This design comes from an exercise in tuning for small area, a short achievable clock period and few clock cycles per item on the open sky130 flow, not from production work. RTL that was checked went through simulation tests only; none was proved equivalent to the original. No activity file was given, so power comes from the tool's default toggle rates.

==> v20 <==
Design signed_integer_alu, start of the top module:
module signed_integer_alu (
    input  wire         i_clk,
    input  wire         i_rst_n,
    input  wire         s_axis_tvalid,
    output logic        s_axis_tready,
    input  wire  [63:0] s_axis_tdata,    
    input  wire  [1:0]  s_axis_tuser,    
    output logic        m_axis_tvalid,
    input  wire         m_axis_tready,
    output logic [31:0] m_axis_tdata,    
    output logic [0:0]  m_axis_tuser     
);
Settings: LEC_CHECK=0, CAP_MARGIN=20, CORE_MARGIN=2, CORE_UTILIZATION=40, SLEW_MARGIN=20; clock period 14.0 ns.
run.sh (not shown) runs the stock make flow with config.mk's settings and CLKGATE_MAP_FILE= SYNTH_SCRIPT=/design/flow/synth_recipe.tcl, a recipe that flattens the netlist after the stock synthesis.
==> inputs of v14, as changes to v20 <==
==> flow/design.v (replaced) <==
`timescale 1ns / 1ps
`default_nettype none
package sia_pkg;
    localparam int WIDTH = 32;
    typedef enum logic [1:0] {
        OP_ADD = 2'd0,
        OP_SUB = 2'd1,
        OP_MUL = 2'd2,
        OP_DIV = 2'd3
    } t_op;
endpackage
`default_nettype wire
`timescale 1ns / 1ps
`default_nettype none
import sia_pkg::*;
module signed_integer_alu (
    input  wire         i_clk,
    input  wire         i_rst_n,
    input  wire         s_axis_tvalid,
    output logic        s_axis_tready,
    input  wire  [63:0] s_axis_tdata,    
    input  wire  [1:0]  s_axis_tuser,    
    output logic        m_axis_tvalid,
    input  wire         m_axis_tready,
    output logic [31:0] m_axis_tdata,    
    output logic [0:0]  m_axis_tuser     
);
    function automatic logic [5:0] blen(input logic [31:0] v);
        logic [31:0] top;
        for (int i = 0; i < 32; i++) begin
            top[i] = v[i] && ((v >> (i + 1)) == '0);
        end
        blen = 6'd0;
        for (int i = 0; i < 32; i++) begin
            blen = blen | ({6{top[i]}} & 6'(i + 1));
        end
    endfunction
    function automatic logic [2:0] bdec(input logic [2:0] bits);
        bdec[2] = bits[1] ^ bits[0];
        bdec[1] = (bits == 3'b011) || (bits == 3'b100);
        bdec[0] = bits[2] && !(bits[1] && bits[0]);
    endfunction
    function automatic logic fits(input logic [31:0] v, input int n);
        fits = (v >> (n - 1)) == '0 || (v >> (n - 1)) == ('1 >> (n - 1));
    endfunction
    logic        busy;       
    logic        fc;         
    logic        m_as;       
    logic        m_mul;      
    logic        m_dprep;    
    logic        m_dstep;    
    logic        m_dfin;     
    logic        sub;
    logic [31:0] a;          
    logic [34:0] b;          
    logic [34:0] r;          
    logic        r_v;        
    logic        r_dz;
    logic [1:0]  bx1;        
    logic [1:0]  bx2;        
    logic [1:0]  bng;        
    logic        neg;        
    logic        dzf;        
    logic [5:0]  la;         
    logic [5:0]  lb;         
    logic [31:0] o;
    logic        o_v;
    logic        o_dz;
    wire [31:0] in_a = s_axis_tdata[31:0];
    wire [31:0] in_b = s_axis_tdata[63:32];
    wire o_free = !o_v || m_axis_tready;
    wire go     = busy && !r_v;
    wire qz = la < lb;
    wire mul_last = (b[34:3] == '0) || (b[34:3] == '1);
    wire last_step = la == lb;
    wire fin_c = m_as || (m_mul && mul_last) || (m_dprep && (dzf || qz)) ||
                 (m_dstep && last_step && !neg) || m_dfin;
    assign s_axis_tready = !r_v && (!busy || fc);
    wire acc = s_axis_tvalid && s_axis_tready;
    wire fin = go && fin_c;
    wire        n0 = bng[0];
    wire        n1 = bng[1];
    wire [31:0] m0 = (({32{bx1[0]}} & a) | ({32{bx2[0]}} & {a[30:0], 1'b0})) ^ {32{n0}};
    wire [31:0] m1 = (({32{bx1[1]}} & {a[29:0], 2'b0}) | ({32{bx2[1]}} & {a[28:0], 3'b0})) ^ {32{n1}};
    wire [31:0] cs_s = r[31:0] ^ m0 ^ m1;
    wire [31:0] cs_c = {(r[30:0] & m0[30:0]) | (r[30:0] & m1[30:0]) | (m0[30:0] & m1[30:0]), n1};
    logic [34:0] x, y;
    logic        inv, cin;
    always_comb begin
        x = '0;
        y = '0;
        inv = 1'b0;
        cin = 1'b0;
        if (m_as) begin
            x = {3'b0, a};
            y = b;
            inv = sub;
            cin = sub;
        end
        if (m_mul) begin
            x = {3'b0, cs_s};
            y = {3'b0, cs_c};
            cin = n0;
        end
        if (m_dprep) begin
            y = {{3{a[31]}}, a};
            inv = a[31];
            cin = a[31];
        end
        if (m_dstep) begin
            x = r;
            y = b;
            inv = r[34] ~^ b[34];
            cin = r[34] ~^ b[34];
        end
        if (m_dfin) begin
            y = {3'b0, a};
            inv = 1'b1;
            cin = 1'b1;
        end
    end
    wire [35:0] sum_w = {x, cin} + {y ^ {35{inv}}, cin};
    wire [34:0] sum = sum_w[35:1];
    wire        q  = !sum[34];
    wire [31:0] qn = {a[30:0], q};
    wire [34:0] b_sh = b << (la - lb);
    logic [31:0] res;
    logic        res_dz;
    always_comb begin
        res_dz = 1'b0;
        res = sum[31:0];
        if (m_dprep) begin
            res    = {32{dzf}};
            res_dz = dzf;
        end
        if (m_dstep) res = qn;
    end
    always_ff @(posedge i_clk) begin
        if (!i_rst_n) begin
            busy    <= 1'b0;
            r_v     <= 1'b0;
            o_v     <= 1'b0;
            m_as    <= 1'b0;
            m_mul   <= 1'b0;
            m_dprep <= 1'b0;
            m_dstep <= 1'b0;
            m_dfin  <= 1'b0;
        end else begin
            if (acc) begin
                busy    <= 1'b1;
                m_as    <= !s_axis_tuser[1];
                m_mul   <= s_axis_tuser == OP_MUL;
                m_dprep <= s_axis_tuser == OP_DIV;
                m_dstep <= 1'b0;
                m_dfin  <= 1'b0;
            end else if (fin) begin
                busy    <= 1'b0;
                m_as    <= 1'b0;
                m_mul   <= 1'b0;
                m_dprep <= 1'b0;
                m_dstep <= 1'b0;
                m_dfin  <= 1'b0;
            end else if (go) begin
                if (m_dprep) begin
                    m_dprep <= 1'b0;
                    m_dstep <= 1'b1;
                end
                if (m_dstep && last_step) begin
                    m_dstep <= 1'b0;
                    m_dfin  <= 1'b1;
                end
            end
            if (r_v) begin
                if (o_free) begin
                    o_v <= 1'b1;
                    r_v <= 1'b0;
                end
            end else if (fin) begin
                if (o_free) begin
                    o_v <= 1'b1;
                end else begin
                    r_v <= 1'b1;
                end
            end else if (o_free) begin
                o_v <= 1'b0;
            end
        end
    end
    always_ff @(posedge i_clk) begin
        if (o_free) begin
            if (r_v) begin
                o    <= r[31:0];
                o_dz <= r_dz;
            end else if (fin) begin
                o    <= res;
                o_dz <= res_dz;
            end
        end
    end
    wire       swap = (s_axis_tuser == OP_MUL) && fits(in_a, 16) && !fits(in_b, 16);
    wire [2:0] dia0 = bdec({in_a[1:0], 1'b0});
    wire [2:0] dia1 = bdec(in_a[3:1]);
    wire [2:0] dib0 = bdec({in_b[1:0], 1'b0});
    wire [2:0] dib1 = bdec(in_b[3:1]);
    wire [2:0] dm0  = bdec(b[5:3]);
    wire [2:0] dm1  = bdec(b[7:5]);
    wire ml_a = fits(in_a, 4);
    wire ml_b = fits(in_b, 4);
    logic qzf_in;
    always_comb begin
        qzf_in = 1'b0;
        for (int n = 8; n < 32; n += 8) begin
            if (fits(in_a, n) && !fits(in_b, n + 1)) qzf_in = 1'b1;
        end
    end
    always_ff @(posedge i_clk) begin
        if (acc) begin
            case (s_axis_tuser)
                OP_MUL:  fc <= swap ? ml_a : ml_b;
                OP_DIV:  fc <= (in_b == '0) || qzf_in;
                default: fc <= 1'b1;
            endcase
        end else if (go) begin
            if (m_mul)   fc <= (b[34:7] == '0) || (b[34:7] == '1);
            if (m_dprep) fc <= la == lb && !neg;
            if (m_dstep) fc <= last_step || (la == lb + 6'd1 && !neg);
        end
    end
    always_ff @(posedge i_clk) begin
        if (r_v) begin
            if (o_free) begin
                r <= '0;
            end
        end else if (fin && !o_free) begin
            r    <= {3'b0, res};
            r_dz <= res_dz;
        end else if (acc) begin
            r <= '0;
        end else if (go) begin
            if (m_mul || m_dprep || m_dstep) r <= sum;
        end
        if (acc) begin
            a   <= swap ? in_b : in_a;
            b   <= swap ? {{3{in_a[31]}}, in_a} : {{3{in_b[31]}}, in_b};
            sub <= s_axis_tuser[0];
            {bx1[0], bx2[0], bng[0]} <= swap ? dia0 : dib0;
            {bx1[1], bx2[1], bng[1]} <= swap ? dia1 : dib1;
            neg <= in_a[31] ^ in_b[31];
            dzf <= in_b == '0;
            la  <= blen(in_a ^ {32{in_a[31]}}) + 6'(in_a[31]);
            lb  <= blen(in_b ^ {32{in_b[31]}});
        end else if (go) begin
            if (m_mul) begin
                a  <= {a[27:0], 4'b0};
                b  <= {{4{b[34]}}, b[34:4]};
                {bx1[0], bx2[0], bng[0]} <= dm0;
                {bx1[1], bx2[1], bng[1]} <= dm1;
            end
            if (m_dprep) begin
                a   <= '0;
                b   <= b_sh;
            end
            if (m_dstep) begin
                a   <= qn;
                b   <= {b[34], b[34:1]};
                la  <= la - 6'd1;
            end
        end
    end
    assign m_axis_tvalid   = o_v;
    assign m_axis_tdata    = o;
    assign m_axis_tuser[0] = o_dz;
endmodule
`default_nettype wire
==> flow/flow/run.sh (new file) <==
#!/bin/bash
# The standard layout (standard synthesis unchanged), with one change: the
# setup repair in CTS and global routing aims at 9 ns of slack instead of 0, so
# that the critical paths get sized and buffered for a shorter cycle. The SDC,
# the clock period and every other setting are the standard flow's.
set -euo pipefail
bash standard.sh synth > synth.log 2>&1
bash standard.sh SETUP_SLACK_MARGIN=9 finish > layout.log 2>&1
==> flow/standard.sh (new file) <==
#!/bin/bash
# synth_recipe.tcl (not shown) runs the flow's synth.tcl, then flattens the netlist and writes it again
# the make line also repeats each setting of config.mk as NAME=value (left out here)
make -C /OpenROAD-flow-scripts/flow DESIGN_CONFIG=/design/flow/config.mk WORK_HOME=/design/flow/orfs CLKGATE_MAP_FILE= SYNTH_SCRIPT=/design/flow/synth_recipe.tcl "${@:-finish}"
removed: flow/run.sh
==> inputs of v25, as changes to v20 <==
--- a/flow/design.v
+++ b/flow/design.v
@@ -26,67 +26,65 @@
     output logic [0:0]  m_axis_tuser     
 );
     function automatic logic [5:0] blen(input logic [31:0] v);
         blen = 6'd0;
         for (int i = 0; i < 32; i++) begin
             if (v[i]) blen = 6'(i + 1);
         end
     endfunction
-    function automatic logic [31:0] booth(input logic [2:0] bits, input logic [31:0] x);
-        case (bits)
-            3'b001, 3'b010, 3'b101, 3'b110: booth = x;
-            3'b011, 3'b100:                 booth = {x[30:0], 1'b0};
-            default:                        booth = '0;
-        endcase
+    function automatic logic [2:0] bdec(input logic [2:0] bits);
+        bdec[2] = bits[1] ^ bits[0];
+        bdec[1] = (bits == 3'b011) || (bits == 3'b100);
+        bdec[0] = bits[2] && !(bits[1] && bits[0]);
     endfunction
     function automatic logic [2:0] cls(input logic [31:0] v);
         cls[0] = (v[31:7]  == '0) || (v[31:7]  == '1);
         cls[1] = (v[31:15] == '0) || (v[31:15] == '1);
         cls[2] = (v[31:23] == '0) || (v[31:23] == '1);
     endfunction
     logic        busy;       
     logic        m_as;       
     logic        m_mul;      
     logic        m_dprep;    
     logic        m_dstep;    
     logic        m_dfin;     
     logic        sub;
     logic [31:0] a;          
     logic [34:0] b;          
-    logic [31:0] r;          
+    logic [34:0] r;          
     logic        r_v;        
     logic        r_dz;
-    logic        bp;         
-    logic [5:0]  cnt;        
+    logic [1:0]  bx1;        
+    logic [1:0]  bx2;        
+    logic [1:0]  bng;        
     logic        neg;        
     logic        dzf;        
     logic [5:0]  la;         
     logic [5:0]  lb;         
     logic [31:0] o;
     logic        o_v;
     logic        o_dz;
     wire [31:0] in_a = s_axis_tdata[31:0];
     wire [31:0] in_b = s_axis_tdata[63:32];
     wire o_free = !o_v || m_axis_tready;
     wire go     = busy && !r_v;
     wire qz = la < lb;
     wire mul_last = (b[34:3] == '0) || (b[34:3] == '1);
+    wire last_step = la == lb;
     wire fin_c = m_as || (m_mul && mul_last) || (m_dprep && (dzf || qz)) ||
-                 (m_dstep && cnt == 6'd1 && !neg) || m_dfin;
+                 (m_dstep && last_step && !neg) || m_dfin;
     assign s_axis_tready = !r_v && (!busy || fin_c);
     wire acc = s_axis_tvalid && s_axis_tready;
     wire fin = go && fin_c;
-    wire [2:0]  d0 = {b[1], b[0], bp};
-    wire [2:0]  d1 = {b[3], b[2], b[1]};
-    wire        n0 = d0[2] && !(d0[1] && d0[0]);
-    wire        n1 = d1[2] && !(d1[1] && d1[0]);
-    wire [31:0] m0 = booth(d0, a) ^ {32{n0}};
-    wire [31:0] m1 = booth(d1, {a[29:0], 2'b00}) ^ {32{n1}};
-    wire [31:0] cs_s = r ^ m0 ^ m1;
+    wire        n0 = bng[0];
+    wire        n1 = bng[1];
+    wire [31:0] m0 = (({32{bx1[0]}} & a) | ({32{bx2[0]}} & {a[30:0], 1'b0})) ^ {32{n0}};
+    wire [31:0] m1 = (({32{bx1[1]}} & {a[29:0], 2'b0}) | ({32{bx2[1]}} & {a[28:0], 3'b0})) ^ {32{n1}};
+    wire [31:0] cs_s = r[31:0] ^ m0 ^ m1;
     wire [31:0] cs_c = {(r[30:0] & m0[30:0]) | (r[30:0] & m1[30:0]) | (m0[30:0] & m1[30:0]), n1};
     logic [34:0] x, y;
     logic        inv, cin;
     always_comb begin
         x = '0;
         y = '0;
         inv = 1'b0;
         cin = 1'b0;
@@ -97,33 +95,34 @@
             cin = sub;
         end
         if (m_mul) begin
             x = {3'b0, cs_s};
             y = {3'b0, cs_c};
             cin = n0;
         end
         if (m_dprep) begin
-            y = {3'b0, a};
+            y = {{3{a[31]}}, a};
             inv = a[31];
             cin = a[31];
         end
         if (m_dstep) begin
-            x = {3'b0, r};
+            x = r;
             y = b;
-            inv = !b[34];
-            cin = !b[34];
+            inv = r[34] ~^ b[34];
+            cin = r[34] ~^ b[34];
         end
         if (m_dfin) begin
             y = {3'b0, a};
             inv = 1'b1;
             cin = 1'b1;
         end
     end
-    wire [34:0] sum = x + (y ^ {35{inv}}) + 35'(cin);
+    wire [35:0] sum_w = {x, cin} + {y ^ {35{inv}}, cin};
+    wire [34:0] sum = sum_w[35:1];
     wire        q  = !sum[34];
     wire [31:0] qn = {a[30:0], q};
     wire [34:0] b_sh = b << (la - lb);
     logic [31:0] res;
     logic        res_dz;
     always_comb begin
         res_dz = 1'b0;
         res = sum[31:0];
@@ -158,17 +157,17 @@
                 m_dprep <= 1'b0;
                 m_dstep <= 1'b0;
                 m_dfin  <= 1'b0;
             end else if (go) begin
                 if (m_dprep) begin
                     m_dprep <= 1'b0;
                     m_dstep <= 1'b1;
                 end
-                if (m_dstep && cnt == 6'd1) begin
+                if (m_dstep && last_step) begin
                     m_dstep <= 1'b0;
                     m_dfin  <= 1'b1;
                 end
             end
             if (r_v) begin
                 if (o_free) begin
                     o_v <= 1'b1;
                     r_v <= 1'b0;
@@ -182,65 +181,71 @@
             end else if (o_free) begin
                 o_v <= 1'b0;
             end
         end
     end
     always_ff @(posedge i_clk) begin
         if (o_free) begin
             if (r_v) begin
-                o    <= r;
+                o    <= r[31:0];
                 o_dz <= r_dz;
             end else if (fin) begin
                 o    <= res;
                 o_dz <= res_dz;
             end
         end
     end
     wire [2:0] ca = cls(in_a);
     wire [2:0] cb = cls(in_b);
     wire       swap = (s_axis_tuser == OP_MUL) && |(ca & ~cb);
+    wire [2:0] dia0 = bdec({in_a[1:0], 1'b0});
+    wire [2:0] dia1 = bdec(in_a[3:1]);
+    wire [2:0] dib0 = bdec({in_b[1:0], 1'b0});
+    wire [2:0] dib1 = bdec(in_b[3:1]);
+    wire [2:0] dm0  = bdec(b[5:3]);
+    wire [2:0] dm1  = bdec(b[7:5]);
     always_ff @(posedge i_clk) begin
         if (r_v) begin
             if (o_free) begin
                 r <= '0;
             end
         end else if (fin && !o_free) begin
-            r    <= res;
+            r    <= {3'b0, res};
             r_dz <= res_dz;
         end else if (acc) begin
             r <= '0;
         end else if (go) begin
-            if (m_mul || m_dprep) r <= sum[31:0];
-            if (m_dstep && q)     r <= sum[31:0];
+            if (m_mul || m_dprep || m_dstep) r <= sum;
         end
         if (acc) begin
             a   <= swap ? in_b : in_a;
             b   <= swap ? {{3{in_a[31]}}, in_a} : {{3{in_b[31]}}, in_b};
             sub <= s_axis_tuser[0];
-            bp  <= 1'b0;
+            {bx1[0], bx2[0], bng[0]} <= swap ? dia0 : dib0;
+            {bx1[1], bx2[1], bng[1]} <= swap ? dia1 : dib1;
             neg <= in_a[31] ^ in_b[31];
             dzf <= in_b == '0;
             la  <= blen(in_a ^ {32{in_a[31]}}) + 6'(in_a[31]);
             lb  <= blen(in_b ^ {32{in_b[31]}});
         end else if (go) begin
             if (m_mul) begin
                 a  <= {a[27:0], 4'b0};
                 b  <= {{4{b[34]}}, b[34:4]};
-                bp <= b[3];
+                {bx1[0], bx2[0], bng[0]} <= dm0;
+                {bx1[1], bx2[1], bng[1]} <= dm1;
             end
             if (m_dprep) begin
                 a   <= '0;
                 b   <= b_sh;
-                cnt <= la - lb + 6'd1;
             end
             if (m_dstep) begin
                 a   <= qn;
                 b   <= {b[34], b[34:1]};
-                cnt <= cnt - 6'd1;
+                la  <= la - 6'd1;
             end
         end
     end
     assign m_axis_tvalid   = o_v;
     assign m_axis_tdata    = o;
     assign m_axis_tuser[0] = o_dz;
 endmodule
 `default_nettype wire
==> run summary <==
metric	v25	v14	v20
Reported clock group power	484 uW	528 uW	471 uW
Launching element type of the critical path	input pin	input pin	flip-flop
Worst Path Max Fanout	47	5	57
Sequential power	727 uW	737 uW	720 uW
Register-to-Register Setup Slack	7760 ps	9090 ps	7330 ps
Inverters excl. clock	55	67	61
Number of global-route vias before repair	17200	18500	16700
Final std cells w/o fill	2749	2909	2800
Tot GR Track Use	30.0%	32.5%	29.2%
Launching point of the worst reg2reg path	m_dstep	m_mul	m_dstep
Routed wire length on met2	32300 um	36000 um	30600 um
Cell with the largest stage delay on the worst path	or4_4	or4_4	dfxtp_4
Final estimated routing congestion in global placement	0.921	0.986	0.973
Result of the run	timing/DRC/antenna clean	timing/DRC/antenna clean	timing/DRC/antenna clean
Post-synthesis sequential area ratio	26.8%	26.1%	26.5%
Post-route design area	0.0199 mm2	0.0213 mm2	0.0198 mm2
Number of synthesized register bits	164	165	162
Maximum number of pins on one net before global-route repair	79	87	82
Capture instance of the worst register-to-register path	o[31]	o[0]	r[10]
Clock network power share	21.9%	23.2%	22.8%
Testbench counts of v20, summed over its fixed seeds: cycles 20,583, items 6,000.
Testbench counts of v14, summed over its fixed seeds: cycles 21,062, items 6,000.
No functional check of the RTL was part of v25.

[what the ideal ports hide]
How much do the figures lean on ideal ports? The routed layouts below were timed once more, with nothing changed but the port constraints. Step 1: set_driving_cell puts a clkbuf_16 on i_clk and a buf_2 on each other input, an assumption about the parent block. Step 2 times the ports against the registers' clock, not the clock port: input delays grow and output delays shrink by t, the midpoint of the rising clock arrivals with the driver on. Three values: no drivers, after step 1, after step 2; two values: the first two.
run | shift t [ns] | setup slack, ns | cell pins on the clock port's net
v20 | 0.514 | 7.328 / 7.328 / 6.984 | 1
v14 | 0.525 | 9.026 / 9.040 / 8.515 | 1
v25 | 0.536 | 7.609 / 7.587 / 7.103 | 1
After both steps setup and hold are still met in every run listed. The setup slack of v14, which loses most, moves by +0.014 ns with the drivers and by -0.511 ns with both steps.
